Background: an optimization exercise with open tools, aiming at small area, a short achievable clock period and few clock cycles per item. Do not read the settings as production practice. The RTL was checked by simulation tests, not by an equivalence proof against the original design. No activity file was given, so power comes from the tool's default toggle rates.

<file path="design.v">
module requant_pack #(
  parameter int MULT_W = 16,
  parameter int LANES  = 4
) (
  input  logic              ACLK,
  input  logic              ARESETN,
  input  logic [31:0]       SD_AXIS_TDATA,
  input  logic              SD_AXIS_TVALID,
  input  logic              SD_AXIS_TLAST,
  output logic              SD_AXIS_TREADY,
  input  logic [MULT_W-1:0] CFG_MULT,
  input  logic [4:0]        CFG_SHIFT,
  input  logic [7:0]        CFG_ZP,
  output logic [31:0]       MO_AXIS_TDATA,
  output logic [3:0]        MO_AXIS_TKEEP,
  output logic              MO_AXIS_TLAST,
  output logic              MO_AXIS_TVALID,
  input  logic              MO_AXIS_TREADY
);
  logic [7:0] p1_q, p2_q, n1_q;    
  logic       t8_q;                
  logic [4:0] sh_q;
  logic [7:0] zp_q;
  logic [7:0] rp1, rp2, rn1;
  logic [8:0] rc;                  
  logic [7:0] rg, rpp, rcy;
  always_comb begin
    for (int j = 0; j < 8; j++) begin
      rg[j]  = CFG_MULT[2*j+1] & CFG_MULT[2*j];
      rpp[j] = CFG_MULT[2*j+1];
    end
  end
  rp_ks8c u_rcarry (.g(rg), .p(rpp), .c(rcy));
  always_comb begin
    rc = {rcy, 1'b0};
    for (int j = 0; j < 8; j++) begin
      rp1[j]   = (CFG_MULT[2*j +: 2] == 2'd1 && !rc[j]) || (CFG_MULT[2*j +: 2] == 2'd0 && rc[j]);
      rp2[j]   = (CFG_MULT[2*j +: 2] == 2'd2 && !rc[j]) || (CFG_MULT[2*j +: 2] == 2'd1 && rc[j]);
      rn1[j]   = (CFG_MULT[2*j +: 2] == 2'd3 && !rc[j]) || (CFG_MULT[2*j +: 2] == 2'd2 && rc[j]);
    end
  end
  always_ff @(posedge ACLK) begin
    p1_q <= rp1;
    p2_q <= rp2;
    n1_q <= rn1;
    t8_q <= rc[8];
    sh_q <= CFG_SHIFT;
    zp_q <= CFG_ZP;
  end
  logic       in_xfer;
  logic [3:0] cred_q;
  logic       rdy_q;
  logic       pack;            
  logic [3:0] cred_d;
  assign SD_AXIS_TREADY = rdy_q;
  assign in_xfer        = SD_AXIS_TVALID && rdy_q;
  always_comb begin
    cred_d = cred_q;
    if (in_xfer && !pack)      cred_d = {cred_q[2:0], 1'b1};
    else if (!in_xfer && pack) cred_d = {1'b0, cred_q[3:1]};
  end
  always_ff @(posedge ACLK or negedge ARESETN) begin
    if (!ARESETN) begin
      cred_q <= 4'd0;
      rdy_q  <= 1'b1;
    end else begin
      cred_q <= cred_d;
      rdy_q  <= !cred_d[3];
    end
  end
  logic [31:0] a_q;
  logic        v1_q, l1_q;
  always_ff @(posedge ACLK) begin
    a_q  <= SD_AXIS_TDATA;
    l1_q <= SD_AXIS_TLAST;
  end
  logic [33:0] ax, ax2;
  logic [33:0] nr0, nr1, nr2, nr3, nr4, nr5, nr6, nr7;
  logic [31:0] nr8;
  logic        pr033, pr133, pr233, pr333, pr433, pr533, pr633, pr733, pr831;
  logic [7:0]  nneg;
  assign ax  = {{2{a_q[31]}}, a_q};
  assign ax2 = {a_q[31], a_q, 1'b0};
  function automatic logic [33:0] nrow(input logic d1, input logic d2, input logic dn);
    nrow = ~(({34{d1}} & ax) | ({34{d2}} & ax2) | ({34{dn}} & ~ax));
  endfunction
  assign nr0 = nrow(p1_q[0], p2_q[0], n1_q[0]);
  assign nr1 = nrow(p1_q[1], p2_q[1], n1_q[1]);
  assign nr2 = nrow(p1_q[2], p2_q[2], n1_q[2]);
  assign nr3 = nrow(p1_q[3], p2_q[3], n1_q[3]);
  assign nr4 = nrow(p1_q[4], p2_q[4], n1_q[4]);
  assign nr5 = nrow(p1_q[5], p2_q[5], n1_q[5]);
  assign nr6 = nrow(p1_q[6], p2_q[6], n1_q[6]);
  assign nr7 = nrow(p1_q[7], p2_q[7], n1_q[7]);
  assign nr8 = ~({32{t8_q}} & a_q);
  assign pr033 = ~nr0[33];
  assign pr133 = ~nr1[33];
  assign pr233 = ~nr2[33];
  assign pr333 = ~nr3[33];
  assign pr433 = ~nr4[33];
  assign pr533 = ~nr5[33];
  assign pr633 = ~nr6[33];
  assign pr733 = ~nr7[33];
  assign pr831 = ~nr8[31];
  assign nneg  = ~n1_q;
  logic ts1, tc1, ts2, tc2, ts3, tc3, ts4, tc4, ts5, tc5, ts6, tc6;
  logic ts7, tc7, ts8, tc8, ts9, tc9, ts10, tc10, ts11, tc11, ts12, tc12;
  logic ts13, tc13, ts14, tc14, ts15, tc15, ts16, tc16, ts17, tc17, ts18, tc18;
  logic ts19, tc19, ts20, tc20, ts21, tc21, ts22, tc22, ts23, tc23, ts24, tc24;
  logic ts25, tc25, ts26, tc26, ts27, tc27, ts28, tc28, ts29, tc29, ts30, tc30;
  logic ts31, tc31, ts32, tc32, ts33, tc33, ts34, tc34, ts35, tc35, ts36, tc36;
  logic ts37, tc37, ts38, tc38, ts39, tc39, ts40, tc40, ts41, tc41, ts42, tc42;
  logic ts43, tc43, ts44, tc44, ts45, tc45, ts46, tc46, ts47, tc47, ts48, tc48;
  logic ts49, tc49, ts50, tc50, ts51, tc51, ts52, tc52, ts53, tc53, ts54, tc54;
  logic ts55, tc55, ts56, tc56, ts57, tc57, ts58, tc58, ts59, tc59, ts60, tc60;
  logic ts61, tc61, ts62, tc62, ts63, tc63, ts64, tc64, ts65, tc65, ts66, tc66;
  logic ts67, tc67, ts68, tc68, ts69, tc69, ts70, tc70, ts71, tc71, ts72, tc72;
  logic ts73, tc73, ts74, tc74, ts75, tc75, ts76, tc76, ts77, tc77, ts78, tc78;
  logic ts79, tc79, ts80, tc80, ts81, tc81, ts82, tc82, ts83, tc83, ts84, tc84;
  logic ts85, tc85, ts86, tc86, ts87, tc87, ts88, tc88, ts89, tc89, ts90, tc90;
  logic ts91, tc91, ts92, tc92, ts93, tc93, ts94, tc94, ts95, tc95, ts96, tc96;
  logic ts97, tc97, ts98, tc98, ts99, tc99, ts100, tc100, ts101, tc101, ts102, tc102;
  logic ts103, tc103, ts104, tc104, ts105, tc105, ts106, tc106, ts107, tc107, ts108, tc108;
  logic ts109, tc109, ts110, tc110, ts111, tc111, ts112, tc112, ts113, tc113, ts114, tc114;
  logic ts115, tc115, ts116, tc116, ts117, tc117, ts118, tc118, ts119, tc119, ts120, tc120;
  logic ts121, tc121, ts122, tc122, ts123, tc123, ts124, tc124, ts125, tc125, ts126, tc126;
  logic ts127, tc127, ts128, tc128, ts129, tc129, ts130, tc130, ts131, tc131, ts132, tc132;
  logic ts133, tc133, ts134, tc134, ts135, tc135, ts136, tc136, ts137, tc137, ts138, tc138;
  logic ts139, tc139, ts140, tc140, ts141, tc141, ts142, tc142, ts143, tc143, ts144, tc144;
  logic ts145, tc145, ts146, tc146, ts147, tc147, ts148, tc148, ts149, tc149, ts150, tc150;
  logic ts151, tc151, ts152, tc152, ts153, tc153, ts154, tc154, ts155, tc155, ts156, tc156;
  logic ts157, tc157, ts158, tc158, ts159, tc159, ts160, tc160, ts161, tc161, ts162, tc162;
  logic ts163, tc163, ts164, tc164, ts165, tc165, ts166, tc166, ts167, tc167, ts168, tc168;
  logic ts169, tc169, ts170, tc170, ts171, tc171, ts172, tc172, ts173, tc173, ts174, tc174;
  logic ts175, tc175, ts176, tc176, ts177, tc177, ts178, tc178, ts179, tc179, ts180, tc180;
  logic ts181, tc181, ts182, tc182, ts183, tc183, ts184, tc184, ts185, tc185, ts186, tc186;
  logic ts187, tc187, ts188, tc188, ts189, tc189, ts190, tc190, ts191, tc191, ts192, tc192;
  logic ts193, tc193, ts194, tc194, ts195, tc195, ts196, tc196, ts197, tc197, ts198, tc198;
  logic ts199, tc199, ts200, tc200, ts201, tc201, ts202, tc202, ts203, tc203, ts204, tc204;
  logic ts205, tc205, ts206, tc206, ts207, tc207, ts208, tc208, ts209, tc209, ts210, tc210;
  logic ts211, tc211, ts212, tc212, ts213, tc213, ts214, tc214, ts215, tc215, ts216, tc216;
  logic ts217, tc217, ts218, tc218, ts219, tc219, ts220, tc220, ts221, tc221, ts222, tc222;
  logic ts223, tc223, ts224, tc224, ts225, tc225, ts226, tc226, ts227, tc227, ts228, tc228;
  logic ts229, tc229, ts230, tc230, ts231, tc231, ts232, tc232, ts233, tc233, ts234, tc234;
  logic ts235, tc235, ts236, tc236, ts237, tc237, ts238, tc238, ts239, tc239, ts240, tc240;
  logic ts241, tc241, ts242, tc242, ts243, tc243, ts244, tc244, ts245, tc245;
  assign ts1 = ~(nr0[10] ^ nr1[8]);
  assign tc1 = nr0[10] | nr1[8];
  assign ts2 = ~(nr0[11] ^ nr1[9]);
  assign tc2 = nr0[11] | nr1[9];
  rp_fa u_fa3 (.x(nr0[12]), .y(nr1[10]), .z(nr2[8]), .s(ts3), .c(tc3));
  assign ts4 = ~(nr3[6] ^ nr4[4]);
  assign tc4 = nr3[6] | nr4[4];
  rp_fa u_fa5 (.x(nr0[13]), .y(nr1[11]), .z(nr2[9]), .s(ts5), .c(tc5));
  assign ts6 = ~(nr3[7] ^ nr4[5]);
  assign tc6 = nr3[7] | nr4[5];
  rp_fa u_fa7 (.x(nr0[14]), .y(nr1[12]), .z(nr2[10]), .s(ts7), .c(tc7));
  rp_fa u_fa8 (.x(nr3[8]), .y(nr4[6]), .z(nr5[4]), .s(ts8), .c(tc8));
  assign ts9 = ~(nr6[2] ^ nr7[0]);
  assign tc9 = nr6[2] | nr7[0];
  rp_fa u_fa10 (.x(nr0[15]), .y(nr1[13]), .z(nr2[11]), .s(ts10), .c(tc10));
  rp_fa u_fa11 (.x(nr3[9]), .y(nr4[7]), .z(nr5[5]), .s(ts11), .c(tc11));
  assign ts12 = ~(nr6[3] ^ nr7[1]);
  assign tc12 = nr6[3] | nr7[1];
  rp_fa u_fa13 (.x(nr0[16]), .y(nr1[14]), .z(nr2[12]), .s(ts13), .c(tc13));
  rp_fa u_fa14 (.x(nr3[10]), .y(nr4[8]), .z(nr5[6]), .s(ts14), .c(tc14));
  rp_fa u_fa15 (.x(nr6[4]), .y(nr7[2]), .z(nr8[0]), .s(ts15), .c(tc15));
  rp_fa u_fa16 (.x(nr0[17]), .y(nr1[15]), .z(nr2[13]), .s(ts16), .c(tc16));
  rp_fa u_fa17 (.x(nr3[11]), .y(nr4[9]), .z(nr5[7]), .s(ts17), .c(tc17));
  rp_fa u_fa18 (.x(nr6[5]), .y(nr7[3]), .z(nr8[1]), .s(ts18), .c(tc18));
  rp_fa u_fa19 (.x(nr0[18]), .y(nr1[16]), .z(nr2[14]), .s(ts19), .c(tc19));
  rp_fa u_fa20 (.x(nr3[12]), .y(nr4[10]), .z(nr5[8]), .s(ts20), .c(tc20));
  rp_fa u_fa21 (.x(nr6[6]), .y(nr7[4]), .z(nr8[2]), .s(ts21), .c(tc21));
  rp_fa u_fa22 (.x(nr0[19]), .y(nr1[17]), .z(nr2[15]), .s(ts22), .c(tc22));
  rp_fa u_fa23 (.x(nr3[13]), .y(nr4[11]), .z(nr5[9]), .s(ts23), .c(tc23));
  rp_fa u_fa24 (.x(nr6[7]), .y(nr7[5]), .z(nr8[3]), .s(ts24), .c(tc24));
  rp_fa u_fa25 (.x(nr0[20]), .y(nr1[18]), .z(nr2[16]), .s(ts25), .c(tc25));
  rp_fa u_fa26 (.x(nr3[14]), .y(nr4[12]), .z(nr5[10]), .s(ts26), .c(tc26));
  rp_fa u_fa27 (.x(nr6[8]), .y(nr7[6]), .z(nr8[4]), .s(ts27), .c(tc27));
  rp_fa u_fa28 (.x(nr0[21]), .y(nr1[19]), .z(nr2[17]), .s(ts28), .c(tc28));
  rp_fa u_fa29 (.x(nr3[15]), .y(nr4[13]), .z(nr5[11]), .s(ts29), .c(tc29));
  rp_fa u_fa30 (.x(nr6[9]), .y(nr7[7]), .z(nr8[5]), .s(ts30), .c(tc30));
  rp_fa u_fa31 (.x(nr0[22]), .y(nr1[20]), .z(nr2[18]), .s(ts31), .c(tc31));
  rp_fa u_fa32 (.x(nr3[16]), .y(nr4[14]), .z(nr5[12]), .s(ts32), .c(tc32));
  rp_fa u_fa33 (.x(nr6[10]), .y(nr7[8]), .z(nr8[6]), .s(ts33), .c(tc33));
  rp_fa u_fa34 (.x(nr0[23]), .y(nr1[21]), .z(nr2[19]), .s(ts34), .c(tc34));
  rp_fa u_fa35 (.x(nr3[17]), .y(nr4[15]), .z(nr5[13]), .s(ts35), .c(tc35));
  rp_fa u_fa36 (.x(nr6[11]), .y(nr7[9]), .z(nr8[7]), .s(ts36), .c(tc36));
  rp_fa u_fa37 (.x(nr0[24]), .y(nr1[22]), .z(nr2[20]), .s(ts37), .c(tc37));
  rp_fa u_fa38 (.x(nr3[18]), .y(nr4[16]), .z(nr5[14]), .s(ts38), .c(tc38));
  rp_fa u_fa39 (.x(nr6[12]), .y(nr7[10]), .z(nr8[8]), .s(ts39), .c(tc39));
  rp_fa u_fa40 (.x(nr0[25]), .y(nr1[23]), .z(nr2[21]), .s(ts40), .c(tc40));
  rp_fa u_fa41 (.x(nr3[19]), .y(nr4[17]), .z(nr5[15]), .s(ts41), .c(tc41));
  rp_fa u_fa42 (.x(nr6[13]), .y(nr7[11]), .z(nr8[9]), .s(ts42), .c(tc42));
  rp_fa u_fa43 (.x(nr0[26]), .y(nr1[24]), .z(nr2[22]), .s(ts43), .c(tc43));
  rp_fa u_fa44 (.x(nr3[20]), .y(nr4[18]), .z(nr5[16]), .s(ts44), .c(tc44));
  rp_fa u_fa45 (.x(nr6[14]), .y(nr7[12]), .z(nr8[10]), .s(ts45), .c(tc45));
  rp_fa u_fa46 (.x(nr0[27]), .y(nr1[25]), .z(nr2[23]), .s(ts46), .c(tc46));
  rp_fa u_fa47 (.x(nr3[21]), .y(nr4[19]), .z(nr5[17]), .s(ts47), .c(tc47));
  rp_fa u_fa48 (.x(nr6[15]), .y(nr7[13]), .z(nr8[11]), .s(ts48), .c(tc48));
  rp_fa u_fa49 (.x(nr0[28]), .y(nr1[26]), .z(nr2[24]), .s(ts49), .c(tc49));
  rp_fa u_fa50 (.x(nr3[22]), .y(nr4[20]), .z(nr5[18]), .s(ts50), .c(tc50));
  rp_fa u_fa51 (.x(nr6[16]), .y(nr7[14]), .z(nr8[12]), .s(ts51), .c(tc51));
  rp_fa u_fa52 (.x(nr0[29]), .y(nr1[27]), .z(nr2[25]), .s(ts52), .c(tc52));
  rp_fa u_fa53 (.x(nr3[23]), .y(nr4[21]), .z(nr5[19]), .s(ts53), .c(tc53));
  rp_fa u_fa54 (.x(nr6[17]), .y(nr7[15]), .z(nr8[13]), .s(ts54), .c(tc54));
  rp_fa u_fa55 (.x(nr0[30]), .y(nr1[28]), .z(nr2[26]), .s(ts55), .c(tc55));
  rp_fa u_fa56 (.x(nr3[24]), .y(nr4[22]), .z(nr5[20]), .s(ts56), .c(tc56));
  rp_fa u_fa57 (.x(nr6[18]), .y(nr7[16]), .z(nr8[14]), .s(ts57), .c(tc57));
  rp_fa u_fa58 (.x(nr0[31]), .y(nr1[29]), .z(nr2[27]), .s(ts58), .c(tc58));
  rp_fa u_fa59 (.x(nr3[25]), .y(nr4[23]), .z(nr5[21]), .s(ts59), .c(tc59));
  rp_fa u_fa60 (.x(nr6[19]), .y(nr7[17]), .z(nr8[15]), .s(ts60), .c(tc60));
  rp_fa u_fa61 (.x(nr0[32]), .y(nr1[30]), .z(nr2[28]), .s(ts61), .c(tc61));
  rp_fa u_fa62 (.x(nr3[26]), .y(nr4[24]), .z(nr5[22]), .s(ts62), .c(tc62));
  rp_fa u_fa63 (.x(nr6[20]), .y(nr7[18]), .z(nr8[16]), .s(ts63), .c(tc63));
  rp_fa u_fa64 (.x(nr1[31]), .y(nr2[29]), .z(nr3[27]), .s(ts64), .c(tc64));
  rp_fa u_fa65 (.x(nr4[25]), .y(nr5[23]), .z(nr6[21]), .s(ts65), .c(tc65));
  rp_fa u_fa66 (.x(nr7[19]), .y(nr8[17]), .z(nr0[33]), .s(ts66), .c(tc66));
  rp_fa u_fa67 (.x(nr1[32]), .y(nr2[30]), .z(nr3[28]), .s(ts67), .c(tc67));
  rp_fa u_fa68 (.x(nr4[26]), .y(nr5[24]), .z(nr6[22]), .s(ts68), .c(tc68));
  rp_fa u_fa69 (.x(nr7[20]), .y(nr8[18]), .z(nr0[33]), .s(ts69), .c(tc69));
  rp_fa u_fa70 (.x(pr133), .y(nr2[31]), .z(nr3[29]), .s(ts70), .c(tc70));
  rp_fa u_fa71 (.x(nr4[27]), .y(nr5[25]), .z(nr6[23]), .s(ts71), .c(tc71));
  rp_fa u_fa72 (.x(nr7[21]), .y(nr8[19]), .z(pr033), .s(ts72), .c(tc72));
  rp_fa u_fa73 (.x(nr2[32]), .y(nr3[30]), .z(nr4[28]), .s(ts73), .c(tc73));
  rp_fa u_fa74 (.x(nr5[26]), .y(nr6[24]), .z(nr7[22]), .s(ts74), .c(tc74));
  assign ts75 = ~(nr8[20] ^ 1'b0);
  assign tc75 = nr8[20] | 1'b0;
  rp_fa u_fa76 (.x(pr233), .y(nr3[31]), .z(nr4[29]), .s(ts76), .c(tc76));
  rp_fa u_fa77 (.x(nr5[27]), .y(nr6[25]), .z(nr7[23]), .s(ts77), .c(tc77));
  rp_fa u_fa78 (.x(nr3[32]), .y(nr4[30]), .z(nr5[28]), .s(ts78), .c(tc78));
  assign ts79 = ~(nr6[26] ^ nr7[24]);
  assign tc79 = nr6[26] | nr7[24];
  rp_fa u_fa80 (.x(pr333), .y(nr4[31]), .z(nr5[29]), .s(ts80), .c(tc80));
  assign ts81 = ~(nr4[32] ^ nr5[30]);
  assign tc81 = nr4[32] | nr5[30];
  assign ts82 = ~(nr0[6] ^ nr1[4]);
  assign tc82 = nr0[6] | nr1[4];
  assign ts83 = ~(nr0[7] ^ nr1[5]);
  assign tc83 = nr0[7] | nr1[5];
  rp_fa u_fa84 (.x(nr0[8]), .y(nr1[6]), .z(nr2[4]), .s(ts84), .c(tc84));
  assign ts85 = ~(nr3[2] ^ nr4[0]);
  assign tc85 = nr3[2] | nr4[0];
  rp_fa u_fa86 (.x(nr0[9]), .y(nr1[7]), .z(nr2[5]), .s(ts86), .c(tc86));
  assign ts87 = ~(nr3[3] ^ nr4[1]);
  assign tc87 = nr3[3] | nr4[1];
  rp_fa u_fa88 (.x(nr2[6]), .y(nr3[4]), .z(nr4[2]), .s(ts88), .c(tc88));
  rp_fa u_fa89 (.x(nr5[0]), .y(nneg[5]), .z(ts1), .s(ts89), .c(tc89));
  rp_fa u_fa90 (.x(nr2[7]), .y(nr3[5]), .z(nr4[3]), .s(ts90), .c(tc90));
  rp_fa u_fa91 (.x(nr5[1]), .y(tc1), .z(ts2), .s(ts91), .c(tc91));
  rp_fa u_fa92 (.x(nr5[2]), .y(nr6[0]), .z(nneg[6]), .s(ts92), .c(tc92));
  rp_fa u_fa93 (.x(tc2), .y(ts3), .z(ts4), .s(ts93), .c(tc93));
  rp_fa u_fa94 (.x(nr5[3]), .y(nr6[1]), .z(tc3), .s(ts94), .c(tc94));
  rp_fa u_fa95 (.x(tc4), .y(ts5), .z(ts6), .s(ts95), .c(tc95));
  rp_fa u_fa96 (.x(nneg[7]), .y(tc5), .z(tc6), .s(ts96), .c(tc96));
  rp_fa u_fa97 (.x(ts7), .y(ts8), .z(ts9), .s(ts97), .c(tc97));
  rp_fa u_fa98 (.x(tc7), .y(tc8), .z(tc9), .s(ts98), .c(tc98));
  rp_fa u_fa99 (.x(ts10), .y(ts11), .z(ts12), .s(ts99), .c(tc99));
  rp_fa u_fa100 (.x(tc10), .y(tc11), .z(tc12), .s(ts100), .c(tc100));
  rp_fa u_fa101 (.x(ts13), .y(ts14), .z(ts15), .s(ts101), .c(tc101));
  rp_fa u_fa102 (.x(tc13), .y(tc14), .z(tc15), .s(ts102), .c(tc102));
  rp_fa u_fa103 (.x(ts16), .y(ts17), .z(ts18), .s(ts103), .c(tc103));
  rp_fa u_fa104 (.x(tc16), .y(tc17), .z(tc18), .s(ts104), .c(tc104));
  rp_fa u_fa105 (.x(ts19), .y(ts20), .z(ts21), .s(ts105), .c(tc105));
  rp_fa u_fa106 (.x(tc19), .y(tc20), .z(tc21), .s(ts106), .c(tc106));
  rp_fa u_fa107 (.x(ts22), .y(ts23), .z(ts24), .s(ts107), .c(tc107));
  rp_fa u_fa108 (.x(tc22), .y(tc23), .z(tc24), .s(ts108), .c(tc108));
  rp_fa u_fa109 (.x(ts25), .y(ts26), .z(ts27), .s(ts109), .c(tc109));
  rp_fa u_fa110 (.x(tc25), .y(tc26), .z(tc27), .s(ts110), .c(tc110));
  rp_fa u_fa111 (.x(ts28), .y(ts29), .z(ts30), .s(ts111), .c(tc111));
  rp_fa u_fa112 (.x(tc28), .y(tc29), .z(tc30), .s(ts112), .c(tc112));
  rp_fa u_fa113 (.x(ts31), .y(ts32), .z(ts33), .s(ts113), .c(tc113));
  rp_fa u_fa114 (.x(tc31), .y(tc32), .z(tc33), .s(ts114), .c(tc114));
  rp_fa u_fa115 (.x(ts34), .y(ts35), .z(ts36), .s(ts115), .c(tc115));
  rp_fa u_fa116 (.x(tc34), .y(tc35), .z(tc36), .s(ts116), .c(tc116));
  rp_fa u_fa117 (.x(ts37), .y(ts38), .z(ts39), .s(ts117), .c(tc117));
  rp_fa u_fa118 (.x(tc37), .y(tc38), .z(tc39), .s(ts118), .c(tc118));
  rp_fa u_fa119 (.x(ts40), .y(ts41), .z(ts42), .s(ts119), .c(tc119));
  rp_fa u_fa120 (.x(tc40), .y(tc41), .z(tc42), .s(ts120), .c(tc120));
  rp_fa u_fa121 (.x(ts43), .y(ts44), .z(ts45), .s(ts121), .c(tc121));
  rp_fa u_fa122 (.x(tc43), .y(tc44), .z(tc45), .s(ts122), .c(tc122));
  rp_fa u_fa123 (.x(ts46), .y(ts47), .z(ts48), .s(ts123), .c(tc123));
  rp_fa u_fa124 (.x(tc46), .y(tc47), .z(tc48), .s(ts124), .c(tc124));
  rp_fa u_fa125 (.x(ts49), .y(ts50), .z(ts51), .s(ts125), .c(tc125));
  rp_fa u_fa126 (.x(tc49), .y(tc50), .z(tc51), .s(ts126), .c(tc126));
  rp_fa u_fa127 (.x(ts52), .y(ts53), .z(ts54), .s(ts127), .c(tc127));
  rp_fa u_fa128 (.x(tc52), .y(tc53), .z(tc54), .s(ts128), .c(tc128));
  rp_fa u_fa129 (.x(ts55), .y(ts56), .z(ts57), .s(ts129), .c(tc129));
  rp_fa u_fa130 (.x(tc55), .y(tc56), .z(tc57), .s(ts130), .c(tc130));
  rp_fa u_fa131 (.x(ts58), .y(ts59), .z(ts60), .s(ts131), .c(tc131));
  rp_fa u_fa132 (.x(tc58), .y(tc59), .z(tc60), .s(ts132), .c(tc132));
  rp_fa u_fa133 (.x(ts61), .y(ts62), .z(ts63), .s(ts133), .c(tc133));
  rp_fa u_fa134 (.x(tc61), .y(tc62), .z(tc63), .s(ts134), .c(tc134));
  rp_fa u_fa135 (.x(ts64), .y(ts65), .z(ts66), .s(ts135), .c(tc135));
  rp_fa u_fa136 (.x(tc64), .y(tc65), .z(tc66), .s(ts136), .c(tc136));
  rp_fa u_fa137 (.x(ts67), .y(ts68), .z(ts69), .s(ts137), .c(tc137));
  rp_fa u_fa138 (.x(tc67), .y(tc68), .z(tc69), .s(ts138), .c(tc138));
  rp_fa u_fa139 (.x(ts70), .y(ts71), .z(ts72), .s(ts139), .c(tc139));
  rp_fa u_fa140 (.x(tc70), .y(tc71), .z(tc72), .s(ts140), .c(tc140));
  rp_fa u_fa141 (.x(ts73), .y(ts74), .z(ts75), .s(ts141), .c(tc141));
  rp_fa u_fa142 (.x(nr8[21]), .y(tc73), .z(tc74), .s(ts142), .c(tc142));
  rp_fa u_fa143 (.x(tc75), .y(ts76), .z(ts77), .s(ts143), .c(tc143));
  rp_fa u_fa144 (.x(nr8[22]), .y(1'b0), .z(tc76), .s(ts144), .c(tc144));
  rp_fa u_fa145 (.x(tc77), .y(ts78), .z(ts79), .s(ts145), .c(tc145));
  rp_fa u_fa146 (.x(nr6[27]), .y(nr7[25]), .z(nr8[23]), .s(ts146), .c(tc146));
  rp_fa u_fa147 (.x(tc78), .y(tc79), .z(ts80), .s(ts147), .c(tc147));
  rp_fa u_fa148 (.x(nr6[28]), .y(nr7[26]), .z(nr8[24]), .s(ts148), .c(tc148));
  rp_fa u_fa149 (.x(1'b0), .y(tc80), .z(ts81), .s(ts149), .c(tc149));
  rp_fa u_fa150 (.x(pr433), .y(nr5[31]), .z(nr6[29]), .s(ts150), .c(tc150));
  rp_fa u_fa151 (.x(nr7[27]), .y(nr8[25]), .z(tc81), .s(ts151), .c(tc151));
  rp_fa u_fa152 (.x(nr5[32]), .y(nr6[30]), .z(nr7[28]), .s(ts152), .c(tc152));
  assign ts153 = ~(nr8[26] ^ 1'b0);
  assign tc153 = nr8[26] | 1'b0;
  rp_fa u_fa154 (.x(pr533), .y(nr6[31]), .z(nr7[29]), .s(ts154), .c(tc154));
  assign ts155 = ~(nr6[32] ^ nr7[30]);
  assign tc155 = nr6[32] | nr7[30];
  assign ts156 = ~(nr0[4] ^ nr1[2]);
  assign tc156 = nr0[4] | nr1[2];
  assign ts157 = ~(nr0[5] ^ nr1[3]);
  assign tc157 = nr0[5] | nr1[3];
  rp_fa u_fa158 (.x(nr2[2]), .y(nr3[0]), .z(nneg[3]), .s(ts158), .c(tc158));
  rp_fa u_fa159 (.x(nr2[3]), .y(nr3[1]), .z(tc82), .s(ts159), .c(tc159));
  rp_fa u_fa160 (.x(nneg[4]), .y(tc83), .z(ts84), .s(ts160), .c(tc160));
  rp_fa u_fa161 (.x(tc84), .y(tc85), .z(ts86), .s(ts161), .c(tc161));
  rp_fa u_fa162 (.x(tc86), .y(tc87), .z(ts88), .s(ts162), .c(tc162));
  rp_fa u_fa163 (.x(tc88), .y(tc89), .z(ts90), .s(ts163), .c(tc163));
  rp_fa u_fa164 (.x(tc90), .y(tc91), .z(ts92), .s(ts164), .c(tc164));
  rp_fa u_fa165 (.x(tc92), .y(tc93), .z(ts94), .s(ts165), .c(tc165));
  rp_fa u_fa166 (.x(tc94), .y(tc95), .z(ts96), .s(ts166), .c(tc166));
  rp_fa u_fa167 (.x(tc96), .y(tc97), .z(ts98), .s(ts167), .c(tc167));
  rp_fa u_fa168 (.x(tc98), .y(tc99), .z(ts100), .s(ts168), .c(tc168));
  rp_fa u_fa169 (.x(tc100), .y(tc101), .z(ts102), .s(ts169), .c(tc169));
  rp_fa u_fa170 (.x(tc102), .y(tc103), .z(ts104), .s(ts170), .c(tc170));
  rp_fa u_fa171 (.x(tc104), .y(tc105), .z(ts106), .s(ts171), .c(tc171));
  rp_fa u_fa172 (.x(tc106), .y(tc107), .z(ts108), .s(ts172), .c(tc172));
  rp_fa u_fa173 (.x(tc108), .y(tc109), .z(ts110), .s(ts173), .c(tc173));
  rp_fa u_fa174 (.x(tc110), .y(tc111), .z(ts112), .s(ts174), .c(tc174));
  rp_fa u_fa175 (.x(tc112), .y(tc113), .z(ts114), .s(ts175), .c(tc175));
  rp_fa u_fa176 (.x(tc114), .y(tc115), .z(ts116), .s(ts176), .c(tc176));
  rp_fa u_fa177 (.x(tc116), .y(tc117), .z(ts118), .s(ts177), .c(tc177));
  rp_fa u_fa178 (.x(tc118), .y(tc119), .z(ts120), .s(ts178), .c(tc178));
  rp_fa u_fa179 (.x(tc120), .y(tc121), .z(ts122), .s(ts179), .c(tc179));
  rp_fa u_fa180 (.x(tc122), .y(tc123), .z(ts124), .s(ts180), .c(tc180));
  rp_fa u_fa181 (.x(tc124), .y(tc125), .z(ts126), .s(ts181), .c(tc181));
  rp_fa u_fa182 (.x(tc126), .y(tc127), .z(ts128), .s(ts182), .c(tc182));
  rp_fa u_fa183 (.x(tc128), .y(tc129), .z(ts130), .s(ts183), .c(tc183));
  rp_fa u_fa184 (.x(tc130), .y(tc131), .z(ts132), .s(ts184), .c(tc184));
  rp_fa u_fa185 (.x(tc132), .y(tc133), .z(ts134), .s(ts185), .c(tc185));
  rp_fa u_fa186 (.x(tc134), .y(tc135), .z(ts136), .s(ts186), .c(tc186));
  rp_fa u_fa187 (.x(tc136), .y(tc137), .z(ts138), .s(ts187), .c(tc187));
  rp_fa u_fa188 (.x(tc138), .y(tc139), .z(ts140), .s(ts188), .c(tc188));
  rp_fa u_fa189 (.x(tc140), .y(tc141), .z(ts142), .s(ts189), .c(tc189));
  rp_fa u_fa190 (.x(tc142), .y(tc143), .z(ts144), .s(ts190), .c(tc190));
  rp_fa u_fa191 (.x(tc144), .y(tc145), .z(ts146), .s(ts191), .c(tc191));
  rp_fa u_fa192 (.x(tc146), .y(tc147), .z(ts148), .s(ts192), .c(tc192));
  rp_fa u_fa193 (.x(tc148), .y(tc149), .z(ts150), .s(ts193), .c(tc193));
  rp_fa u_fa194 (.x(tc150), .y(tc151), .z(ts152), .s(ts194), .c(tc194));
  rp_fa u_fa195 (.x(nr8[27]), .y(tc152), .z(tc153), .s(ts195), .c(tc195));
  rp_fa u_fa196 (.x(nr8[28]), .y(1'b0), .z(tc154), .s(ts196), .c(tc196));
  rp_fa u_fa197 (.x(pr633), .y(nr7[31]), .z(nr8[29]), .s(ts197), .c(tc197));
  assign ts198 = ~(nr7[32] ^ nr8[30]);
  assign tc198 = nr7[32] | nr8[30];
  assign ts199 = ~(pr733 ^ pr831);
  assign tc199 = pr733 | pr831;
  assign ts200 = ~(nr0[2] ^ nr1[0]);
  assign tc200 = nr0[2] | nr1[0];
  assign ts201 = ~(nr0[3] ^ nr1[1]);
  assign tc201 = nr0[3] | nr1[1];
  rp_fa u_fa202 (.x(nr2[0]), .y(nneg[2]), .z(ts156), .s(ts202), .c(tc202));
  rp_fa u_fa203 (.x(nr2[1]), .y(tc156), .z(ts157), .s(ts203), .c(tc203));
  rp_fa u_fa204 (.x(ts82), .y(tc157), .z(ts158), .s(ts204), .c(tc204));
  rp_fa u_fa205 (.x(ts83), .y(tc158), .z(ts159), .s(ts205), .c(tc205));
  rp_fa u_fa206 (.x(ts85), .y(tc159), .z(ts160), .s(ts206), .c(tc206));
  rp_fa u_fa207 (.x(ts87), .y(tc160), .z(ts161), .s(ts207), .c(tc207));
  rp_fa u_fa208 (.x(ts89), .y(tc161), .z(ts162), .s(ts208), .c(tc208));
  rp_fa u_fa209 (.x(ts91), .y(tc162), .z(ts163), .s(ts209), .c(tc209));
  rp_fa u_fa210 (.x(ts93), .y(tc163), .z(ts164), .s(ts210), .c(tc210));
  rp_fa u_fa211 (.x(ts95), .y(tc164), .z(ts165), .s(ts211), .c(tc211));
  rp_fa u_fa212 (.x(ts97), .y(tc165), .z(ts166), .s(ts212), .c(tc212));
  rp_fa u_fa213 (.x(ts99), .y(tc166), .z(ts167), .s(ts213), .c(tc213));
  rp_fa u_fa214 (.x(ts101), .y(tc167), .z(ts168), .s(ts214), .c(tc214));
  rp_fa u_fa215 (.x(ts103), .y(tc168), .z(ts169), .s(ts215), .c(tc215));
  rp_fa u_fa216 (.x(ts105), .y(tc169), .z(ts170), .s(ts216), .c(tc216));
  rp_fa u_fa217 (.x(ts107), .y(tc170), .z(ts171), .s(ts217), .c(tc217));
  rp_fa u_fa218 (.x(ts109), .y(tc171), .z(ts172), .s(ts218), .c(tc218));
  rp_fa u_fa219 (.x(ts111), .y(tc172), .z(ts173), .s(ts219), .c(tc219));
  rp_fa u_fa220 (.x(ts113), .y(tc173), .z(ts174), .s(ts220), .c(tc220));
  rp_fa u_fa221 (.x(ts115), .y(tc174), .z(ts175), .s(ts221), .c(tc221));
  rp_fa u_fa222 (.x(ts117), .y(tc175), .z(ts176), .s(ts222), .c(tc222));
  rp_fa u_fa223 (.x(ts119), .y(tc176), .z(ts177), .s(ts223), .c(tc223));
  rp_fa u_fa224 (.x(ts121), .y(tc177), .z(ts178), .s(ts224), .c(tc224));
  rp_fa u_fa225 (.x(ts123), .y(tc178), .z(ts179), .s(ts225), .c(tc225));
  rp_fa u_fa226 (.x(ts125), .y(tc179), .z(ts180), .s(ts226), .c(tc226));
  rp_fa u_fa227 (.x(ts127), .y(tc180), .z(ts181), .s(ts227), .c(tc227));
  rp_fa u_fa228 (.x(ts129), .y(tc181), .z(ts182), .s(ts228), .c(tc228));
  rp_fa u_fa229 (.x(ts131), .y(tc182), .z(ts183), .s(ts229), .c(tc229));
  rp_fa u_fa230 (.x(ts133), .y(tc183), .z(ts184), .s(ts230), .c(tc230));
  rp_fa u_fa231 (.x(ts135), .y(tc184), .z(ts185), .s(ts231), .c(tc231));
  rp_fa u_fa232 (.x(ts137), .y(tc185), .z(ts186), .s(ts232), .c(tc232));
  rp_fa u_fa233 (.x(ts139), .y(tc186), .z(ts187), .s(ts233), .c(tc233));
  rp_fa u_fa234 (.x(ts141), .y(tc187), .z(ts188), .s(ts234), .c(tc234));
  rp_fa u_fa235 (.x(ts143), .y(tc188), .z(ts189), .s(ts235), .c(tc235));
  rp_fa u_fa236 (.x(ts145), .y(tc189), .z(ts190), .s(ts236), .c(tc236));
  rp_fa u_fa237 (.x(ts147), .y(tc190), .z(ts191), .s(ts237), .c(tc237));
  rp_fa u_fa238 (.x(ts149), .y(tc191), .z(ts192), .s(ts238), .c(tc238));
  rp_fa u_fa239 (.x(ts151), .y(tc192), .z(ts193), .s(ts239), .c(tc239));
  rp_fa u_fa240 (.x(ts153), .y(tc193), .z(ts194), .s(ts240), .c(tc240));
  rp_fa u_fa241 (.x(ts154), .y(tc194), .z(ts195), .s(ts241), .c(tc241));
  rp_fa u_fa242 (.x(ts155), .y(tc195), .z(ts196), .s(ts242), .c(tc242));
  rp_fa u_fa243 (.x(tc155), .y(tc196), .z(ts197), .s(ts243), .c(tc243));
  rp_fa u_fa244 (.x(1'b0), .y(tc197), .z(ts198), .s(ts244), .c(tc244));
  rp_fa u_fa245 (.x(1'b0), .y(tc198), .z(ts199), .s(ts245), .c(tc245));
  logic [47:0] nra, nrb;
  assign nra = {tc244, tc243, tc242, tc241, tc240, tc239, tc238, tc237, tc236, tc235, tc234, tc233, tc232, tc231, tc230, tc229, tc228, tc227, tc226, tc225, tc224, tc223, tc222, tc221, tc220, tc219, tc218, tc217, tc216, tc215, tc214, tc213, tc212, tc211, tc210, tc209, tc208, tc207, tc206, tc205, tc204, tc203, tc202, tc201, tc200, nneg[1], nr0[1], nr0[0]};
  assign nrb = {ts245, ts244, ts243, ts242, ts241, ts240, ts239, ts238, ts237, ts236, ts235, ts234, ts233, ts232, ts231, ts230, ts229, ts228, ts227, ts226, ts225, ts224, ts223, ts222, ts221, ts220, ts219, ts218, ts217, ts216, ts215, ts214, ts213, ts212, ts211, ts210, ts209, ts208, ts207, ts206, ts205, ts204, ts203, ts202, ts201, ts200, 1'b1, nneg[0]};
  logic [47:0] nra_q, nrb_q;
  logic        v2_q, l2_q;
  always_ff @(posedge ACLK) begin
    nra_q <= nra;
    nrb_q <= nrb;
    l2_q  <= l1_q;
  end
  logic [47:0] p;
  logic [48:0] px;
  logic [12:0] win4;           
  logic        ovf;
  assign p  = ~nra_q + ~nrb_q;
  assign px = {p, 1'b0};
  always_comb begin
    win4 = 13'(px >> {sh_q[4:2], 2'b00});
    ovf  = 1'b0;
    for (int i = 8; i < 47; i++) begin
      if (i >= 39 || 5'(i - 8) >= sh_q) ovf = ovf | (p[i] ^ p[47]);
    end
  end
  logic [12:0] win4_q;
  logic        ovf_q, sgn_q;
  logic        v3_q, l3_q;
  always_ff @(posedge ACLK) begin
    win4_q <= win4;
    ovf_q  <= ovf;
    sgn_q  <= p[47];
    l3_q   <= l2_q;
  end
  always_ff @(posedge ACLK or negedge ARESETN) begin
    if (!ARESETN) begin
      v1_q <= 1'b0;
      v2_q <= 1'b0;
      v3_q <= 1'b0;
    end else begin
      v1_q <= in_xfer;
      v2_q <= v1_q;
      v3_q <= v2_q;
    end
  end
  logic [9:0] win;             
  logic [9:0] v;
  logic [7:0] q;
  logic [9:0] zsum;
  rp_ks10 u_zadd (
    .x  ({win[9], win[9:1]}),
    .y  ({{2{zp_q[7]}}, zp_q}),
    .ci (win[0]),
    .s  (zsum)
  );
  always_comb begin
    win = 10'(win4_q >> sh_q[1:0]);
    v = zsum;
    if (ovf_q)                         q = sgn_q ? 8'h80 : 8'h7F;
    else if (!v[9] && v[8:7] != 2'b00) q = 8'h7F;
    else if (v[9] && v[8:7] != 2'b11)  q = 8'h80;
    else                               q = v[7:0];
  end
  logic [8:0] fifo_q [4];
  logic [2:0] wp_q, rp_q;
  logic       fempty;
  logic       can_pack, fifo_push, fifo_pop;
  logic [7:0] pq;
  logic       pl;
  assign fempty    = (wp_q == rp_q);
  assign can_pack  = !MO_AXIS_TVALID || MO_AXIS_TREADY;
  assign fifo_pop  = can_pack && !fempty;
  assign fifo_push = v3_q && !(can_pack && fempty);
  assign pack      = can_pack && (!fempty || v3_q);
  assign {pl, pq}  = fempty ? {l3_q, q} : fifo_q[rp_q[1:0]];
  always_ff @(posedge ACLK) begin
    if (fifo_push) fifo_q[wp_q[1:0]] <= {l3_q, q};
  end
  always_ff @(posedge ACLK or negedge ARESETN) begin
    if (!ARESETN) begin
      wp_q <= 3'd0;
      rp_q <= 3'd0;
    end else begin
      if (fifo_push) wp_q <= wp_q + 3'd1;
      if (fifo_pop)  rp_q <= rp_q + 3'd1;
    end
  end
  logic [31:0] tdata_q;
  logic [3:1]  tkeep_q;
  logic        tlast_q, tvalid_q;
  logic [1:0]  lane_q;
  logic        done;
  assign done = (lane_q == 2'd3) || pl;
  always_ff @(posedge ACLK) begin
    if (pack) begin
      for (int k = 0; k < 4; k++) begin
        if (lane_q == 2'(k))     tdata_q[8*k +: 8] <= pq;
        else if (lane_q < 2'(k)) tdata_q[8*k +: 8] <= 8'd0;
      end
      for (int k = 1; k < 4; k++) tkeep_q[k] <= (lane_q >= 2'(k));
      tlast_q <= pl;
    end
  end
  always_ff @(posedge ACLK or negedge ARESETN) begin
    if (!ARESETN) begin
      lane_q   <= 2'd0;
      tvalid_q <= 1'b0;
    end else begin
      if (pack) begin
        lane_q   <= done ? 2'd0 : lane_q + 2'd1;
        tvalid_q <= done;
      end else if (MO_AXIS_TREADY) begin
        tvalid_q <= 1'b0;
      end
    end
  end
  assign MO_AXIS_TDATA  = tdata_q;
  assign MO_AXIS_TKEEP  = {tkeep_q, 1'b1};
  assign MO_AXIS_TLAST  = tlast_q;
  assign MO_AXIS_TVALID = tvalid_q;
endmodule
module rp_fa (
  input  logic x,
  input  logic y,
  input  logic z,
  output logic s,
  output logic c
);
  assign s = x ^ y ^ z;
  assign c = (x & y) | (x & z) | (y & z);
endmodule
module rp_gp (
  input  logic gh,
  input  logic ph,
  input  logic gl,
  input  logic pl,
  output logic g,
  output logic p
);
  assign g = gh | (ph & gl);
  assign p = ph & pl;
endmodule
module rp_g (
  input  logic gh,
  input  logic ph,
  input  logic gl,
  output logic g
);
  assign g = gh | (ph & gl);
endmodule
module rp_ks8c (
  input  logic [7:0] g,
  input  logic [7:0] p,
  output logic [7:0] c
);
  logic [7:0] g1, p1, g2, p2;
  assign g1[0] = g[0];
  assign p1[0] = p[0];
  for (genvar j = 1; j < 8; j++) begin : l1
    rp_gp u (.gh(g[j]), .ph(p[j]), .gl(g[j-1]), .pl(p[j-1]), .g(g1[j]), .p(p1[j]));
  end
  assign g2[1:0] = g1[1:0];
  assign p2[1:0] = p1[1:0];
  for (genvar j = 2; j < 8; j++) begin : l2
    rp_gp u (.gh(g1[j]), .ph(p1[j]), .gl(g1[j-2]), .pl(p1[j-2]), .g(g2[j]), .p(p2[j]));
  end
  assign c[3:0] = g2[3:0];
  for (genvar j = 4; j < 8; j++) begin : l3
    rp_g u (.gh(g2[j]), .ph(p2[j]), .gl(g2[j-4]), .g(c[j]));
  end
endmodule
module rp_ks10 (
  input  logic [9:0] x,
  input  logic [9:0] y,
  input  logic       ci,
  output logic [9:0] s
);
  logic [9:0] g0, p0, g1, p1, g2, p2, g3, p3, c;
  assign p0 = x ^ y;
  rp_g u_b0 (.gh(x[0] & y[0]), .ph(p0[0]), .gl(ci), .g(g0[0]));
  assign g0[9:1] = x[9:1] & y[9:1];
  assign g1[0] = g0[0];
  assign p1[0] = p0[0];
  for (genvar i = 1; i < 10; i++) begin : l1
    rp_gp u (.gh(g0[i]), .ph(p0[i]), .gl(g0[i-1]), .pl(p0[i-1]), .g(g1[i]), .p(p1[i]));
  end
  assign g2[1:0] = g1[1:0];
  assign p2[1:0] = p1[1:0];
  for (genvar i = 2; i < 10; i++) begin : l2
    rp_gp u (.gh(g1[i]), .ph(p1[i]), .gl(g1[i-2]), .pl(p1[i-2]), .g(g2[i]), .p(p2[i]));
  end
  assign g3[3:0] = g2[3:0];
  assign p3[3:0] = p2[3:0];
  for (genvar i = 4; i < 10; i++) begin : l3
    rp_gp u (.gh(g2[i]), .ph(p2[i]), .gl(g2[i-4]), .pl(p2[i-4]), .g(g3[i]), .p(p3[i]));
  end
  assign c[7:0] = g3[7:0];
  for (genvar i = 8; i < 10; i++) begin : l4
    rp_g u (.gh(g3[i]), .ph(p3[i]), .gl(g3[i-8]), .g(c[i]));
  end
  assign s = p0 ^ {c[8:0], ci};
endmodule
</file>
<file path="flow/run.sh">
#!/bin/bash
set -e
echo "export SETUP_SLACK_MARGIN = 6.6" >> "$FLOW_CONFIG"
bash standard.sh > standard.log 2>&1
</file>
<file path="standard.sh">
#!/bin/bash
# synth_recipe.tcl (not shown) runs the flow's synth.tcl, then flattens the netlist and writes it again
# the make line also repeats each setting of config.mk as NAME=value (left out here)
make -C /OpenROAD-flow-scripts/flow DESIGN_CONFIG=/design/flow/config.mk WORK_HOME=/design/flow/orfs CLKGATE_MAP_FILE= SYNTH_SCRIPT=/design/flow/synth_recipe.tcl "${@:-finish}"
</file>
<file path="config.mk">
export PLATFORM = sky130hd
export DESIGN_NAME = requant_pack
export DESIGN_NICKNAME = requant_pack
export VERILOG_FILES = /design/flow/design.v
export SDC_FILE = /design/flow/constraint.sdc
export NUM_CORES = 4
export LEC_CHECK = 0
export CAP_MARGIN = 20
export CORE_MARGIN = 2
export CORE_UTILIZATION = 40
export SLEW_MARGIN = 20
export SYNTH_HIERARCHICAL = 1
export SYNTH_MINIMUM_KEEP_SIZE = 0
export SETUP_SLACK_MARGIN = 6.6
</file>
<file path="constraint.sdc">
create_clock -name core_clock -period 10.0 [get_ports {ACLK}]
set_input_delay 2.0000 -clock core_clock [delete_from_list [all_inputs] [get_ports {ACLK}]]
set_output_delay 2.0000 -clock core_clock [all_outputs]
set_load 0.01 [all_outputs]
</file>
==> results of run 1 <==
==> repair_timing <==
item	CTS	global route
resized for setup	211	76
setup endpoints to repair	182	103
setup buffers	32	13
pin swaps	31	20
hold buffers	0	0
==> metrics by stage <==
stage	area (µm²)	cells	worst slack [ns]	utilization (%)
floorplan	23300	2424	6.56	-
global placement	24600	3082	5.88	42.6
detailed placement	24600	3082	5.73	42.6
CTS	26600	3175	6.56	46.0
global route	27000	3188	6.36	46.8
finish	27000	3188	6.55	46.8
==> power by group through the flow <==
stage          registers (mW)  logic (mW)  clock network [mW]
2_1_floorplan            1.75        4.08                   0
3_3_place_gp             1.85        5.66                   0
3_5_place_dp             1.87        5.72                   0
4_1_cts                  1.84        6.15                1.25
5_1_grt                  1.88        7.10                1.29
6_report                 1.84        6.53                1.21
==> path summary, 6_finish.rpt <==
kind | endpoint | slack [ns]
hold reg to reg | l2_q$_DFF_P_ | 0.33
setup reg to reg | ovf_q$_DFF_P_ | 6.55
hold / removal | l2_q$_DFF_P_ | 0.33
max in group asynchronous | wp_q[2]$_DFFE_PN0P_ | 7.61
min in group asynchronous | tvalid_q$_DFFE_PN0P_ | 1.90
setup / recovery | ovf_q$_DFF_P_ | 6.55
==> final cells by class <==
type | count | area [µm²] | area share [%]
multi-input cells | 1753 | 16400 | 60.8
clock buffers | 46 | 946 | 3.50
clock inverters | 15 | 175 | 0.649
well taps | 765 | 957 | 3.54
repair buffers | 173 | 1560 | 5.79
inverters | 164 | 621 | 2.30
flip-flops and latches | 272 | 6330 | 23.4
==> registers in the layout, summed over array words and instances, names as in the netlist, 2 cells and up <==
signal   count
nra_q       48
nrb_q       47
fifo_q      36
a_q         32
tdata_q     32
win4_q      13
n1_q         8
p1_q         8
p2_q         8
zp_q         8
sh_q         5
cred_q       4
rp_q         3
tkeep_q      3
wp_q         3
lane_q       2
==> metal layers <==
metal | track usage (%) | vias to the layer above | wire (µm)
met3 | 4.71 | 141 | 5910
li1 | - | 8548 | -
met1 | 31.0 | 9430 | 30100
met5 | 0 | - | 0
met4 | 8.16 | 0 | 2070
met2 | 38.4 | 911 | 33700
==> worst max-delay path: cells and delay by family (launching register included) <==
family | cells | cell delay [ns]
xor+xnor | 1 | 0.23
buf+inv | 2 | 0.19
flops | 1 | 0.30
fa+ha+maj | 1 | 0.25
simple gates | 7 | 1.41
compound gates | 4 | 0.95
==> layout by cell type (no fill, tap or decap), types with 14 or more instances in the layout <==
master             n
clkdlybuf4s50_1   65
nor2b_1           19
xor2_1            28
dfrtp_1           16
inv_1            159
dlygate4sd2_1     37
a22oi_1          215
o21ai_0           89
a21o_1            54
nand4_1           21
and2_1            58
edfxtp_1          72
nand2b_1          17
mux4_2            32
ha_1              49
o21a_1           197
dfxtp_2           27
buf_4             59
nor2_1           104
xnor2_1           40
a221oi_1          36
a21oi_1           57
fa_1             224
mux2i_1           18
nand2_1          152
and2_4            14
clkbuf_16         34
nand3_1           36
dfxtp_1          144
ha_4              25
==> flow_summary.rst, run 1 <==
.. list-table::
   :header-rows: 1

   * - Metric
     - Value
   * - Status
     - complete, no violations
   * - Critical path origin
     - nra_q[3]$_DFF_P_
   * - Number of maximum-capacitance constraint violations
     - 0
   * - Number of diodes added for antenna fixing
     - 0
   * - P&R area growth vs syn
     - 15.9%
   * - Startpoint type of the worst setup path
     - flop
   * - Highest net fanout along the worst path
     - 5
   * - Total leakage power
     - 10.3 nW
   * - Proportion of layout cells with a drive suffix above 1
     - between 15 and 20%
   * - Fraction of power consumed by the clock network
     - about an eighth
   * - Gpl congestion
     - 0.918
   * - Min cycle time layout
     - ~3.5 ns
   * - Final routed wire length divided by cell count
     - roughly 22 µm
   * - Number of nets with antenna violations after detailed routing
     - 0
   * - CP cell instances
     - inv_1, ha_1, or3_1, o22a_4, buf_4, nand4_1, nand3_2, xor2_2, o32a_1, nand3_1, a211o_1, nor4_4, a41oi_1, nor4_2, nand3_1
   * - Endpoint required time on the critical path
     - approximately 10 ns
   * - Arrival time of the worst setup path
     - slightly below 4 ns
   * - Cell depth of the worst hold path
     - 0
   * - Internal
     - approximately 5 mW
   * - Antenna violations before repair
     - 0
   * - Via count
     - around 19k
   * - CTS Root Cell
     - clkbuf_16
   * - Power density over the cells
     - 354 mW/mm²
   * - Slowest cell on the critical path
     - or3_1
   * - Syn Std Cell Area
     - 0.0233 mm²
   * - Sw Share
     - 46.7%
   * - GRT Util Overall
     - roughly a quarter
   * - Unrepaired setup endpoints after global routing
     - yes
   * - Type of element capturing the critical path
     - flop
   * - Half-perimeter wire length of the detailed placement result
     - 48600 µm
   * - Fillcell total
     - about 5.4k
   * - Fmax
     - about 290 MHz
   * - Worst skew pair latency
     - about 0.56 ns
   * - Clock transition at the registers of the reported paths
     - around 0.060 ns
   * - Initial core utilization
     - between 40 and 50%
   * - Worst hold-check path type
     - flop to flop
   * - DRT Pass-1 Iters
     - 6
   * - Clock skew after layout
     - between 0.02 and 0.025 ns
   * - Input/output buffers
     - slightly above 100
   * - Number of global-route vias before repair
     - around 20k
   * - Number of placement rows
     - between 80 and 90
   * - Worst ir drop on vdd
     - roughly 0.18 mV
   * - Per-instance average area after synthesis
     - 9.63 µm²
   * - Maximum buffer depth of the clock tree
     - 3
   * - Horizontal die dimension
     - between 200 and 250 µm
   * - Via density per instance
     - 5.97
   * - I/O pin count
     - 105
   * - Iteration-0 DRC count of the detailed router
     - ~1.7k
   * - Share of power burned in registers
     - between 10% and 20%
   * - Total core area
     - a little under 0.06 mm²
   * - Reg-to-reg startpoint
     - nra_q[3]$_DFF_P_
   * - Worst Setup Path Type
     - flop to flop
   * - First-pass GRT wire length
     - approximately 110000 µm
   * - Max-slew violations
     - 0
   * - Slew at the pin closest to its max-slew limit
     - ~0.89 ns
   * - Switching power of the nets
     - roughly 4.5 mW
   * - TritonCTS clock tree
     - built
   * - Gate Count Post-Synth
     - around 2.4k
   * - Clock Sinks
     - ~270
   * - Hold violation count in the final report
     - 0
   * - Share of the clock period used by the worst path
     - about a third
   * - Max-slew headroom at the worst pin
     - about two fifths
   * - Aggregate routed wire length
     - just over 70000 µm
   * - Largest net degree at the start of global routing
     - 42
   * - Cell seen most often among critical-path stages
     - nand3_1
   * - Overall power consumption
     - about 9.6 mW
   * - Worst hold slack
     - between 0.3 and 0.4 ns
   * - Combinational group share of total power
     - about two thirds
   * - Count of cells along the worst register-to-register path
     - 15
   * - Total number of nets in the final design
     - between 2k and 3k
   * - Warning count from the yosys run
     - 7
   * - Setup Total Neg Slack
     - 0 ns
   * - TritonCTS Buffers
     - 34
   * - Die Y
     - approximately 250 µm
   * - Die area
     - around 0.06 mm²
   * - Hold Startpoint
     - l1_q$_DFF_P_
   * - Final count of negative-setup-slack endpoints
     - 0
   * - Stage delay of the slowest cell on the critical path
     - ~0.38 ns
   * - Sum of overflow across all layers after global routing
     - 0
   * - H-tree depth
     - 2
   * - DRC violation count after routing
     - 0
Testbench counts, summed over its fixed seeds: cycles 16,416, items 16,384.
==> run 2, diff against run 1 <==
==> run.sh (new file) <==
#!/bin/bash
# synth_recipe.tcl (not shown) runs the flow's synth.tcl, then flattens the netlist and writes it again
# the make line also repeats each setting of config.mk as NAME=value (left out here)
make -C /OpenROAD-flow-scripts/flow DESIGN_CONFIG=/design/flow/config.mk WORK_HOME=/design/flow/orfs CLKGATE_MAP_FILE= SYNTH_SCRIPT=/design/flow/synth_recipe.tcl finish
--- a/config.mk
+++ b/config.mk
@@ -9,6 +9,6 @@
 export CORE_MARGIN = 2
 export CORE_UTILIZATION = 40
+export SETUP_SLACK_MARGIN = 5
 export SLEW_MARGIN = 20
 export SYNTH_HIERARCHICAL = 1
 export SYNTH_MINIMUM_KEEP_SIZE = 0
-export SETUP_SLACK_MARGIN = 6.6
removed: flow/run.sh
removed: standard.sh
==> run 2 against run 1 <==
Still clean. Count of clock-buffer cells in the layout shrank 3. Sequential share of layout area grew 0.87 points. Area after synthesis is the same. Cell area shrank 4.7%. Worst hold slack gained 0.00086 ns. Clock power is essentially flat. Cell count shrank 1.1%. Power shrank 7.1%. Via count shrank 1.4%. Critical endpoint is now tdata_q[18]$_SDFFCE_PN0P_. Largest power group unchanged.
==> flow_summary.rst, run 2 <==
.. list-table::
   :header-rows: 1

   * - Metric
     - Value
   * - Hold violation count in the final report
     - 0 (unchanged)
   * - Switching power of the nets
     - 4.16 mW (-6.9%)
   * - Startpoint type of the worst setup path
     - flop
   * - Number of maximum-capacitance constraint violations
     - 0 (unchanged)
   * - DRC violation count after routing
     - 0 (unchanged)
   * - Worst skew pair latency
     - 0.56 ns (about the same)
   * - Gate Count Post-Synth
     - 2420 (unchanged)
   * - Largest register FFs
     - 48 (unchanged)
   * - Most common cell after layout, fill and taps aside
     - fa_1
   * - GRT Util Overall
     - 23.2% (-0.29 points)
   * - Worst ir drop on vdd
     - 0.147 mV (-18%)
   * - Worst Setup Path Type
     - flop to flop
   * - Max-slew headroom at the worst pin
     - 19.6% (-20 points)
   * - Gate family responsible for the most delay along the worst path
     - compound AO/OA/AOI/OAI gates
   * - Power density over the cells
     - 345 mW/mm² (-2.6%)
   * - Clock Sinks
     - 272 (unchanged)
   * - Min cycle time layout
     - 4.38 ns (+0.933 ns)
   * - Die area
     - 0.0602 mm² (unchanged)
   * - Per-instance average area after synthesis
     - 9.63 µm² (unchanged)
   * - Largest register by flop count
     - nra_q
   * - Initial core utilization
     - 40.4% (unchanged)
   * - Sw Share
     - 46.8% (+0.11 points)
   * - Syn Std Cell Area
     - 0.0233 mm² (unchanged)
   * - Internal
     - 4.73 mW (-7.3%)
   * - Most used cells in the layout excluding fill and tap cells
     - fa_1, a22oi_1, o21a_1
   * - Post CTS Setup Buffer Count
     - 0 (-100%)
   * - Warning count from the yosys run
     - 7 (unchanged)
   * - Unrepaired setup endpoints after global routing
     - no
   * - CTS Root Cell
     - clkbuf_16
   * - Buffering stage count on the worst path with inverters included
     - 0 (-2)
   * - Slowest cell on the critical path
     - dfxtp_1
   * - Fmax
     - 228 MHz (-21%)
   * - Hold bufs inserted after CTS
     - 0 (unchanged)
   * - Die Y
     - 245 µm (unchanged)
   * - Fillcell total
     - 5533 (+1.9%)
   * - Largest net degree at the start of global routing
     - 42 (unchanged)
   * - Clock transition at the registers of the reported paths
     - 0.06 ns (about the same)
   * - Via density per instance
     - 5.95 (-0.26%)
   * - Proportion of layout cells with a drive suffix above 1
     - 7.42% (-7.9 points)
   * - Final cell utilization of the core
     - 44.6% (-2.2 points)
   * - Antenna violations before repair
     - 0 (unchanged)
   * - TritonCTS clock tree
     - built
   * - Horizontal die dimension
     - 245 µm (unchanged)
   * - Iteration-0 DRC count of the detailed router
     - 1642 (-3.0%)
   * - Maximum buffer depth of the clock tree
     - 3 (unchanged)
   * - Total number of nets in the final design
     - 2735 (-1.4%)
   * - Total core area
     - 0.0577 mm² (unchanged)
   * - DRT Pass-1 Iters
     - 6 (unchanged)
   * - Max-slew violations
     - 0 (unchanged)
   * - Number of nets with antenna violations after detailed routing
     - 0 (unchanged)
   * - TritonCTS Buffers
     - 36 (+5.9%)
   * - Number of diodes added for antenna fixing
     - 0 (unchanged)
   * - Stage delay of the slowest cell on the critical path
     - 0.88 ns (+0.50 ns)
   * - Via count
     - 18.8k (-1.4%)
   * - Half-perimeter wire length of the detailed placement result
     - 48200 µm (-0.86%)
   * - Final count of negative-setup-slack endpoints
     - 0 (unchanged)
   * - Number of global-route vias before repair
     - 19.5k (-1.2%)
   * - H-tree depth
     - 2 (unchanged)
   * - Share of the clock period used by the worst path
     - 43.8% (+9.3 points)
   * - Total leakage power
     - 9.91 nW (-3.7%)
   * - Status
     - complete, no violations
   * - First-pass GRT wire length
     - 111000 µm (-1.5%)
   * - Type of element capturing the critical path
     - flop
   * - Combinational group share of total power
     - 65.6% (-2.6 points)
   * - Slew at the pin closest to its max-slew limit
     - 1.20 ns (+0.312 ns)
   * - Clock skew after layout
     - 0.0164 ns (-0.00460 ns)
   * - P&R area growth vs syn
     - 10.5%
   * - Sum of overflow across all layers after global routing
     - 0 (unchanged)
   * - Aggregate routed wire length
     - 70100 µm (-2.3%)
   * - Worst hold-check path type
     - flop to flop
   * - I/O pin count
     - 105 (unchanged)
   * - Input/output buffers
     - 103 (unchanged)
   * - Setup Total Neg Slack
     - 0 ns (unchanged)
   * - Final routed wire length divided by cell count
     - 22.2 µm (-1.2%)
   * - Endpoint required time on the critical path
     - 10.42 ns (about the same)
   * - Fraction of power consumed by the clock network
     - 13.9% (+1.3 points)
   * - Arrival time of the worst setup path
     - 4.81 ns (+0.93 ns)
   * - Cell seen most often among critical-path stages
     - a21o_1
   * - Gpl congestion
     - 0.903 (-1.6%)
   * - CP cell instances
     - mux4_2, ha_1, a21o_1, a21o_1, a21o_1, a21o_1, xor2_1, nor2_1, nor2_1, nor2_1, o21ai_0, mux2_2, and2_1
   * - Share of power burned in registers
     - 20.6% (+1.4 points)
   * - Resize count post-CTS
     - 0 (-100%)
   * - Number of placement rows
     - 88 (unchanged)
   * - Highest net fanout along the worst path
     - 19 (+14)
run 2: layout make-up:
cell class	instances	area, µm²	area share [%]
Multi-Input combinational cell	1753	15500	60.2
Sequential cell	272	6260	24.3
Timing Repair Buffer	133	1260	4.91
Tap cell	765	957	3.72
Clock buffer	43	937	3.64
Inverter	164	616	2.39
Clock inverter	22	211	0.821
run 2: power by group through the flow:
stage	Sequential (mW)	Combinational, mW	Clock, mW
floorplan	1.75	4.08	0
global placement	1.85	5.69	0
detailed placement	1.86	5.73	0
CTS	1.83	5.76	1.27
global route	1.87	6.41	1.32
finish	1.83	5.83	1.23
run 2: through the flow:
stage / total power [mW] / worst slack, ns / cell area [µm²] / hold slack, ns / instances
after floorplan: 5.83 / 6.12 / 23300 / 0.310 / 2424
after global placement: 7.53 / 5.75 / 24600 / 0.315 / 3086
after detailed placement: 7.59 / 5.63 / 24600 / 0.318 / 3086
after CTS: 8.87 / 5.62 / 25700 / 0.330 / 3151
after global routing: 9.60 / 5.16 / 25700 / 0.344 / 3152
final: 8.89 / 5.62 / 25700 / 0.330 / 3152
run 2: metal layers:
metal | track usage, % | wire [µm] | vias to the layer above | part of all wire (%)
met2 | 37.8 | 32300 | 847 | 46
li1 | - | - | 8475 | -
met5 | 0 | 0 | - | 0
met4 | 8.59 | 2170 | 0 | 3.1
met3 | 4.13 | 5360 | 147 | 7.7
met1 | 31.0 | 30200 | 9298 | 43
run 2: worst paths after layout:
check / start / end / slack (ns) / cells past startpoint
hold / removal: l2_q$_DFF_P_ / l3_q$_DFF_P_ / 0.33 / 0
setup reg to reg: sh_q[0]$_DFF_P_ / tdata_q[18]$_SDFFCE_PN0P_ / 5.62 / 13
hold reg to reg: l2_q$_DFF_P_ / l3_q$_DFF_P_ / 0.33 / 0
setup / recovery: sh_q[0]$_DFF_P_ / tdata_q[18]$_SDFFCE_PN0P_ / 5.62 / 13
max in group asynchronous: ARESETN / lane_q[1]$_DFFE_PN0P_ / 7.63 / 1
min in group asynchronous: ARESETN / v1_q$_DFF_PN0_ / 1.89 / 1
run 2: worst reg2reg max path, delay by kind of cell, from the launching register on:
family,cells,cell delay [ns]
simple gates,4,0.66
xor+xnor,1,0.18
flops,1,0.88
compound gates,5,1.32
fa+ha+maj,1,0.32
mux,2,0.91
==> run 3, diff against run 2 <==
--- a/config.mk
+++ b/config.mk
@@ -8,5 +8,5 @@
 export CAP_MARGIN = 20
 export CORE_MARGIN = 2
-export CORE_UTILIZATION = 40
+export CORE_UTILIZATION = 30
 export SETUP_SLACK_MARGIN = 5
 export SLEW_MARGIN = 20
==> run 3 against run 2 <==
Sequential cell count is the same. Core utilization shrank 11 points. Setup slack lost 0.063 ns. Critical path depth is the same. Die area grew 33%. Count of clock-buffer cells in the layout shrank 2. Via count shrank 1.4%. Clock power grew 9%.
==> flow_summary.rst, run 3 <==
.. list-table::
   :header-rows: 1

   * - Metric
     - Value
   * - Status
     - complete, no violations
   * - Max-slew violations
     - 0 (unchanged)
   * - Initial core utilization
     - 30.2% (-10 points)
   * - Cell total after placement
     - 3355 (+8.7%)
   * - Arrival time of the worst setup path
     - 4.88 ns (+0.07 ns)
   * - Input/output buffers
     - 103 (unchanged)
   * - Die Y
     - 283 µm (+15%)
   * - Gpl congestion
     - 0.910 (+0.78%)
   * - Most used cells in the layout excluding fill and tap cells
     - fa_1, a22oi_1, o21a_1
   * - First-pass GRT wire length
     - 109000 µm (-1.8%)
   * - Final Non-Filler Cells
     - 3419 (+8.5%)
   * - Most common cell after layout, fill and taps aside
     - fa_1
   * - Proportion of layout cells with a drive suffix above 1
     - 7.57% (+0.15 points)
   * - Maximum buffer depth of the clock tree
     - 3 (unchanged)
   * - I/O pin count
     - 105 (unchanged)
   * - Worst skew pair latency
     - 0.57 ns (about the same)
   * - Cell depth of the worst hold path
     - 0 (unchanged)
   * - Hold bufs inserted after CTS
     - 0 (unchanged)
   * - Fillcell total
     - 7833 (+42%)
   * - Startpoint type of the worst setup path
     - flop
   * - Max-slew headroom at the worst pin
     - 20.7% (+1.2 points)
   * - Clock skew after layout
     - 0.0221 ns (+0.00575 ns)
   * - Largest register by flop count
     - nra_q
   * - GRT Util Overall
     - 17.4% (-5.9 points)
   * - Aggregate routed wire length
     - 69300 µm (-1.1%)
   * - TritonCTS Buffers
     - 35 (-2.8%)
   * - Endpoint required time on the critical path
     - 10.43 ns (about the same)
   * - Slew at the pin closest to its max-slew limit
     - 1.19 ns (-0.0173 ns)
   * - Number of global-route vias before repair
     - 18.4k (-5.8%)
   * - Power density over the cells
     - 344 mW/mm² (-0.26%)
   * - CTS Root Cell
     - clkbuf_16
   * - Min cycle time layout
     - 4.45 ns (+0.0633 ns)
   * - Warning count from the yosys run
     - 7 (unchanged)
   * - Iteration-0 DRC count of the detailed router
     - 1766 (+7.6%)
   * - Antenna violations before repair
     - 1 (+1)
   * - Resize count post-CTS
     - 0 (unchanged)
   * - Share of the clock period used by the worst path
     - 44.5% (+0.63 points)
   * - Final routed wire length divided by cell count
     - 20.3 µm (-8.8%)
   * - Final count of negative-setup-slack endpoints
     - 0 (unchanged)
   * - Setup Total Neg Slack
     - 0 ns (unchanged)
   * - Hold violation count in the final report
     - 0 (unchanged)
   * - Post CTS Setup Buffer Count
     - 0 (unchanged)
   * - Sum of overflow across all layers after global routing
     - 0 (unchanged)
   * - Count of cells along the worst register-to-register path
     - 13 (unchanged)
   * - Die area
     - 0.0799 mm² (+33%)
   * - Worst hold-check path type
     - flop to flop
   * - Largest net degree at the start of global routing
     - 42 (unchanged)
   * - Worst Setup Path Type
     - flop to flop
   * - Half-perimeter wire length of the detailed placement result
     - 47200 µm (-2.0%)
## run 3: power by group
| group | switching (mW) | internal, mW |
|---|---|---|
| Combinational | 3.37 | 2.42 |
| Sequential | 0.259 | 1.60 |
| Clock | 0.537 | 0.803 |
| Total | 4.16 | 4.83 |
## run 3: final timing paths
| kind | end | slack [ns] | from |
|---|---|---|---|
| setup reg to reg | tdata_q[24]$_SDFFCE_PN0P_ | 5.55 | sh_q[0]$_DFF_P_ |
| hold / removal | l2_q$_DFF_P_ | 0.33 | l1_q$_DFF_P_ |
| hold reg to reg | l2_q$_DFF_P_ | 0.33 | l1_q$_DFF_P_ |
| min in group asynchronous | lane_q[1]$_DFFE_PN0P_ | 1.89 | ARESETN |
| setup / recovery | tdata_q[24]$_SDFFCE_PN0P_ | 5.55 | sh_q[0]$_DFF_P_ |
| max in group asynchronous | v2_q$_DFF_PN0_ | 7.62 | ARESETN |
## run 3: area by class of cell
cell class / count / area share, %
Timing Repair Buffer: 126 / 4.61
Multi-Input combinational cell: 1753 / 59.4
Inverter: 164 / 2.36
Clock inverter: 22 / 1.17
Tap cell: 1040 / 4.98
Clock buffer: 41 / 3.52
Sequential cell: 272 / 24.0
Antenna cell: 1 / 0.00958
## run 3: critical path: stages (launching register included)
cell and delay [ns]:
dfxtp_1 0.90, mux4_2 0.59, ha_1 0.31, a21o_1 0.24, a21o_1 0.23, a21o_1 0.21
a21o_1 0.19, xor2_1 0.17, nor2_1 0.07, nor2_1 0.41, nor2_1 0.07, o21ai_0 0.48
mux2_2 0.29, and2_1 0.13
## run 3: through the flow
step / util (%) / cell area, µm² / hold WS (ns) / worst slack, ns
global route: 33.8 / 26100 / 0.329 / 5.09
detailed placement: 32.2 / 24900 / 0.314 / 5.60
CTS: 33.8 / 26100 / 0.327 / 5.56
finish: 33.8 / 26100 / 0.325 / 5.55
global placement: 32.2 / 24900 / 0.311 / 5.67
floorplan: - / 23300 / 0.310 / 6.12
## run 3: layer usage
metal  up-vias  track usage, %  wire length [µm]
met5         -               0                13
met4         2            5.77              2040
met3       123            3.73              5440
met2       866            26.8             30700
met1      9044            24.1             31100
li1       8469               -                 -
